Context: an optimization exercise on an open-source flow, tuned for small area, a short achievable clock period and few clock cycles per item. The choices shown serve that exercise and are no tape-out recipe.
Where RTL was checked, it was by simulation tests only, not by an equivalence proof against the original.
Power figures rest on the tool's default switching activity, not on a simulated workload.

==> flow/design.v (excerpt) <==
module arp_cache_lru_unit (
	input  logic              clk,
	input  logic              arst_n,
	input  logic              in_valid,
	output logic              in_stall,
	input  logic              command,
	input  logic [acl_pkg::IP_W-1:0]   ip_addr,
	input  logic [acl_pkg::MAC_W-1:0]  mac_addr,
	output logic              out_valid,
	input  logic              out_stall,
	output logic [acl_pkg::MAC_W-1:0]  found_mac,
	output logic              hit,
	output logic              is_bcast,
	output logic [acl_pkg::SLOT_W-1:0] slot_used,
	input  logic              cfg_we,
	input  logic              cfg_index,
	input  logic [acl_pkg::CFG_W-1:0]  cfg_data
);
	localparam int N     = acl_pkg::ENTRIES;
	localparam int IP_W  = acl_pkg::IP_W;
	localparam int MAC_W = acl_pkg::MAC_W;
	logic [IP_W-1:0]  own_ip_q;
	logic [IP_W-1:0]  mask_q;
	logic             w_vld_q;
	logic             w_cmd_q;
	logic             w_learn_q;      
	logic             w_mac_nz_q;
	logic             w_mac_n1_q;
	logic             w_bcast_q;
	logic             w_same_q;       
	logic [N-1:0]     w_match_q;      
  ...
Size: ~5000 cells after synthesis, roughly 1600 flip-flops, roughly 0.065 mm2 of cells after synthesis.
clock: 5.0 ns
lec_check: 0
abc_area: 1
cap_margin: 20
core_margin: 2
core_utilization: 40
cts_cluster_diameter: 120
cts_cluster_size: 20
setup_slack_margin: 2.6
slew_margin: 20
run.sh (not shown) runs the stock make flow with config.mk's settings and CLKGATE_MAP_FILE= SYNTH_SCRIPT=/design/flow/synth_recipe.tcl, a recipe that flattens the netlist after the stock synthesis.
Testbench counts at the start, summed over its fixed seeds: cycles 8,016, items 8,000.
Rerun with:
--- a/flow/config.mk
+++ b/flow/config.mk
@@ -10,5 +10,5 @@
 export CORE_MARGIN = 2
-export CORE_UTILIZATION = 40
+export CORE_UTILIZATION = 50
 export CTS_CLUSTER_DIAMETER = 120
-export CTS_CLUSTER_SIZE = 20
+export CTS_CLUSTER_SIZE = 25
 export SETUP_SLACK_MARGIN = 2.6
The changed run finished with timing, DRC and antenna clean.
Final area falls slightly.
Setup slack degrades by 0.023 ns.
Total power falls by a few percent.
Rerun with:
--- a/flow/config.mk
+++ b/flow/config.mk
@@ -10,6 +10,6 @@
 export CORE_MARGIN = 2
-export CORE_UTILIZATION = 50
+export CORE_UTILIZATION = 40
 export CTS_CLUSTER_DIAMETER = 120
 export CTS_CLUSTER_SIZE = 25
-export SETUP_SLACK_MARGIN = 2.6
+export SETUP_SLACK_MARGIN = 2.4
 export SLEW_MARGIN = 20
The new run ran to the end with no violations; utilization shrinks by 12 points; die area grows by 25%; maximum frequency shrinks by 3.5%; clock skew grows by 0.041 ns; design area shrinks by 0.33%; hold slack got worse by 0.065 ns; routed wire length grows by 0.63%; critical path depth shrinks by 9; clock-buffer cell count grows by 1.
Rerun with:
--- a/flow/config.mk
+++ b/flow/config.mk
@@ -11,5 +11,3 @@
 export CORE_UTILIZATION = 40
-export CTS_CLUSTER_DIAMETER = 120
-export CTS_CLUSTER_SIZE = 25
-export SETUP_SLACK_MARGIN = 2.4
+export SETUP_SLACK_MARGIN = 2.6
 export SLEW_MARGIN = 20
The changed run produced a clean layout; worst setup slack gets better by 0.12 ns; combinational power climbs by a few percent; global-route usage hardly moves; maximum frequency rises by a few percent; utilization is higher by 2.4 points; routed wire length fell slightly; worst hold slack is worse by 0.073 ns; final cell count grows by a few percent; synthesized cell count stays the same.

---

Setup of before:
The RTL this note starts from:
==> flow/design.v <==
`timescale 1ns / 1ps
package acl_pkg;
	localparam int ENTRIES = 16;
	localparam int IDX_W   = 4;
	localparam int IP_W    = 32;
	localparam int MAC_W   = 48;
	localparam int SLOT_W  = 4;
	localparam int CFG_W   = 32;
	localparam logic CFG_OWN_IP = 1'b0;
	localparam logic CFG_MASK   = 1'b1;
	localparam logic CMD_LOOKUP = 1'b0;
	localparam logic CMD_LEARN  = 1'b1;
endpackage
`timescale 1ns / 1ps
module acl_cell (
	input  logic                       clk,
	input  logic                       we_ip,
	input  logic                       we_mac,
	input  logic [acl_pkg::IP_W-1:0]   wr_ip,
	input  logic [acl_pkg::MAC_W-1:0]  wr_mac,
	input  logic [acl_pkg::IP_W-1:0]   cmp_ip,
	output logic                       eq,
	output logic [acl_pkg::MAC_W-1:0]  mac
);
	logic [acl_pkg::IP_W-1:0] ip_q;
	logic [acl_pkg::MAC_W-1:0] mac_q;
	always_ff @(posedge clk) begin
		if (we_ip)  ip_q  <= wr_ip;
		if (we_mac) mac_q <= wr_mac;
	end
	assign eq  = (ip_q == cmp_ip);
	assign mac = mac_q;
endmodule
`timescale 1ns / 1ps
module arp_cache_lru_unit (
	input  logic              clk,
	input  logic              arst_n,
	input  logic              in_valid,
	output logic              in_stall,
	input  logic              command,
	input  logic [acl_pkg::IP_W-1:0]   ip_addr,
	input  logic [acl_pkg::MAC_W-1:0]  mac_addr,
	output logic              out_valid,
	input  logic              out_stall,
	output logic [acl_pkg::MAC_W-1:0]  found_mac,
	output logic              hit,
	output logic              is_bcast,
	output logic [acl_pkg::SLOT_W-1:0] slot_used,
	input  logic              cfg_we,
	input  logic              cfg_index,
	input  logic [acl_pkg::CFG_W-1:0]  cfg_data
);
	localparam int N     = acl_pkg::ENTRIES;
	localparam int IP_W  = acl_pkg::IP_W;
	localparam int MAC_W = acl_pkg::MAC_W;
	logic [IP_W-1:0]  own_ip_q;
	logic [IP_W-1:0]  mask_q;
	logic             w_vld_q;
	logic             w_cmd_q;
	logic             w_learn_q;      
	logic             w_mac_nz_q;
	logic             w_mac_n1_q;
	logic             w_bcast_q;
	logic             w_same_q;       
	logic [N-1:0]     w_match_q;      
	logic             w_hitraw_q;     
	logic             w_mvict_q;      
	logic [IP_W-1:0]  w_ip_q;
	logic [MAC_W-1:0] w_mac_q;
	logic             prev_any_q;     
	logic             prev_evict_q;   
	logic [N-1:0]     used_q;
	logic [3:0]       lru_q [1:N-1];
	logic [N-1:0]     oldest_q;       
	logic             out_valid_q;
	logic [MAC_W-1:0] found_q;
	logic             hit_q;
	logic             bcast_q;
	logic [3:0]       slot_q;
	logic             stall;
	logic             in_xfer;
	logic [N-1:0]     eq;
	logic [MAC_W-1:0] ent_mac [N];
	logic [N-1:0]     in_match;
	logic             in_same;
	logic             in_bcast;
	logic             w_acc;
	logic             w_hit;
	logic             wr_hit;
	logic             wr_miss;
	logic [N-1:0]     first_empty;
	logic [3:0]       match_idx;
	logic [N-1:0]     oldest;
	logic [N-1:0]     pos_hit;
	logic [N-1:0]     shift;
	logic [N-1:0]     alt;
	logic [N-1:0]     target;
	logic [N-1:0]     we;
	logic [N-1:0]     we_ip;
	logic [3:0]       tgt_idx;
	logic [MAC_W-1:0] sel_mac;
	logic [MAC_W-1:0] res_found;
	logic             res_hit;
	logic             res_bcast;
	logic [3:0]       res_slot;
	assign stall    = out_valid_q && out_stall;
	assign in_stall = out_stall;
	assign in_xfer  = in_valid && !out_stall;
	always_ff @(posedge clk or negedge arst_n) begin
		if (!arst_n) begin
			own_ip_q <= '0;
			mask_q   <= '0;
		end else if (cfg_we) begin
			if (cfg_index == acl_pkg::CFG_MASK) mask_q <= cfg_data;
			else                                own_ip_q <= cfg_data;
		end
	end
	for (genvar g = 0; g < N; g++) begin : g_ent
		acl_cell u_cell (
			.clk    (clk),
			.we_ip  (we_ip[g]),
			.we_mac (we[g]),
			.wr_ip  (w_ip_q),
			.wr_mac (w_mac_q),
			.cmp_ip (ip_addr),
			.eq     (eq[g]),
			.mac    (ent_mac[g])
		);
	end
	assign in_match = eq & used_q;
	assign in_same  = (ip_addr == w_ip_q);
	assign in_bcast = (ip_addr == '1) ||
		((mask_q != '0) && (ip_addr == (own_ip_q | ~mask_q)));
	always_ff @(posedge clk or negedge arst_n) begin
		if (!arst_n) begin
			w_vld_q      <= 1'b0;
			prev_any_q   <= 1'b0;
			prev_evict_q <= 1'b0;
		end else if (!stall) begin
			w_vld_q      <= in_xfer;
			prev_any_q   <= w_vld_q && w_acc;
			prev_evict_q <= w_vld_q && w_acc && !w_hit && used_q[N-1];
		end
	end
	always_ff @(posedge clk) begin
		if (in_xfer) begin
			w_cmd_q    <= command;
			w_learn_q  <= (command == acl_pkg::CMD_LEARN) && (ip_addr != '0);
			w_mac_nz_q <= (mac_addr != '0);
			w_mac_n1_q <= (mac_addr != '1);
			w_bcast_q  <= in_bcast;
			w_same_q   <= in_same;
			w_match_q  <= (in_match & ~we) | (we & {N{in_same}});
			w_hitraw_q <= |in_match;
			w_mvict_q  <= |(in_match & oldest);
			w_ip_q     <= ip_addr;
			w_mac_q    <= mac_addr;
		end
	end
	assign w_acc = w_learn_q && w_mac_nz_q && w_mac_n1_q;
	assign w_hit = (w_same_q && prev_any_q) || (w_hitraw_q && !(w_mvict_q && prev_evict_q));
	always_comb begin
		for (int i = 0; i < N; i++) begin
			first_empty[i] = !used_q[i] && ((i == 0) || used_q[(i == 0) ? 0 : i-1]);
		end
	end
	assign oldest  = oldest_q;
	assign alt     = used_q[N-1] ? oldest : first_empty;
	assign wr_hit  = w_vld_q && w_acc && w_hit;
	assign wr_miss = w_vld_q && w_acc && !w_hit;
	assign we      = ({N{wr_hit}} & w_match_q) | ({N{wr_miss}} & alt);
	assign we_ip   = {N{wr_miss}} & alt;
	assign target  = w_hit ? w_match_q : alt;
	always_ff @(posedge clk or negedge arst_n) begin
		if (!arst_n) begin
			used_q <= '0;
		end else if (!stall) begin
			used_q <= used_q | we;
		end
	end
	always_comb begin
		match_idx = '0;
		for (int i = 0; i < N; i++) begin
			if (w_match_q[i]) match_idx = match_idx | 4'(i);
		end
		pos_hit[0] = used_q[N-1] && |(oldest_q & w_match_q);
		for (int m = 1; m < N; m++) begin
			pos_hit[m] = used_q[N-1-m] && (lru_q[m] == match_idx);
		end
		for (int m = 0; m < N; m++) begin
			shift[m] = wr_miss || (wr_hit && |(pos_hit & ~(N'('1) << (m + 1))));
		end
	end
	always_ff @(posedge clk) begin
		if (!stall) begin
			if (shift[0]) oldest_q <= N'(1) << lru_q[1];
			for (int m = 1; m < N-1; m++) begin
				if (shift[m]) lru_q[m] <= lru_q[m+1];
			end
			if (shift[N-1]) lru_q[N-1] <= tgt_idx;
		end
	end
	always_comb begin
		tgt_idx = '0;
		sel_mac = '0;
		for (int i = 0; i < N; i++) begin
			if (target[i])    tgt_idx = tgt_idx | 4'(i);
			if (w_match_q[i]) sel_mac = sel_mac | ent_mac[i];
		end
	end
	always_comb begin
		if (w_cmd_q == acl_pkg::CMD_LOOKUP) begin
			res_found = w_bcast_q ? '1 : sel_mac;
			res_hit   = w_bcast_q || w_hit;
			res_bcast = w_bcast_q;
			res_slot  = (w_bcast_q || !w_hit) ? 4'd0 : tgt_idx;
		end else begin
			res_found = '0;
			res_hit   = w_acc;
			res_bcast = 1'b0;
			res_slot  = w_acc ? tgt_idx : 4'd0;
		end
	end
	always_ff @(posedge clk or negedge arst_n) begin
		if (!arst_n) begin
			out_valid_q <= 1'b0;
			found_q     <= '0;
			hit_q       <= 1'b0;
			bcast_q     <= 1'b0;
			slot_q      <= '0;
		end else if (!stall) begin
			out_valid_q <= w_vld_q;
			found_q     <= res_found;
			hit_q       <= res_hit;
			bcast_q     <= res_bcast;
			slot_q      <= res_slot;
		end
	end
	assign out_valid = out_valid_q;
	assign found_mac = found_q;
	assign hit       = hit_q;
	assign is_bcast  = bcast_q;
	assign slot_used = slot_q;
endmodule
Settings: LEC_CHECK=0, ABC_AREA=1, CAP_MARGIN=20, CORE_MARGIN=2, CORE_UTILIZATION=40, SETUP_SLACK_MARGIN=2.8, SLEW_MARGIN=20; clock period 5.0 ns.
Looking at the reports, before completed the entire flow and the layout it produced met the timing, DRC and antenna checks.
## Diff of input files: after against before
# before
export LEC_CHECK = 0
export ABC_AREA = 1
export CAP_MARGIN = 20
export CORE_MARGIN = 2
export CORE_UTILIZATION = 40
export SETUP_SLACK_MARGIN = 2.8
export SLEW_MARGIN = 20
create_clock -name core_clock -period 5.0 [get_ports {clk}]
# after
export LEC_CHECK = 0
export ABC_AREA = 1
export CAP_MARGIN = 20
export CORE_MARGIN = 2
export CORE_UTILIZATION = 40
export SETUP_SLACK_MARGIN = 2.6
export SLEW_MARGIN = 20
create_clock -name core_clock -period 5.0 [get_ports {clk}]
Findings:
- Against before as the reference, after delivers a lower weighted congestion reported at the end of routability-driven placement.
- From before to after the numbers moved as follows: final-report setup violation count held steady; utilization -0.60 points; number of clock buffer instances in the layout decreased by 24 relative to the old numbers.
- The logic gate share of total power in after was lower than what before gave.
- after vs before, critical path buffer and inverter count went down by 1.
- Worst ir drop on vdd, after and before: larger value in before
- STATUS worst setup slack: after wins against before
Function was not checked in any run of this note: the RTL went through the layout flow alone.

==> afterwards: timing with drivers on the ports <==
Ports are ideal in the flow. The routed layouts listed here were re-timed in OpenROAD. Step 1 assumes that a clkbuf_16 drives the clock port and a buf_2 every other input. Step 2 times the ports against the registers' clock, not the clock port: input delays grow and output delays shrink by t, the midpoint of the rising clock arrivals with the driver on. a / b / c = ideal ports / drivers / drivers and shift; a / b = the first two.
run	t (ns)	setup WS [ns]	hold slack, ns	slew at the worst register clock pin (ns)	worst data-port slew with drivers (ns)
the first run of note 1	0.808	2.506 / 2.499 / 1.837	0.244 / 0.202 / 0.457	0.10 / 0.10	0.13
the second run of note 1	0.778	2.483 / 2.483 / 1.896	0.348 / 0.304 / 0.462	0.12 / 0.12	0.05
the third run of note 1	0.792	2.391 / 2.366 / 1.666	0.283 / 0.243 / 0.460	0.11 / 0.11	0.12
the fourth run of note 1	0.881	2.512 / 2.497 / 1.687	0.210 / 0.168 / 0.451	0.07 / 0.07	0.13
before	0.881	2.469 / 2.465 / 1.939	0.210 / 0.169 / 0.458	0.07 / 0.07	0.06
after	0.892	2.504 / 2.467 / 1.668	0.171 / 0.129 / 0.449	0.07 / 0.07	0.04
After both steps setup and hold are still met in every run listed. For after, which loses most, drivers alone change the setup slack by -0.037 ns; drivers and shift together by -0.836 ns.
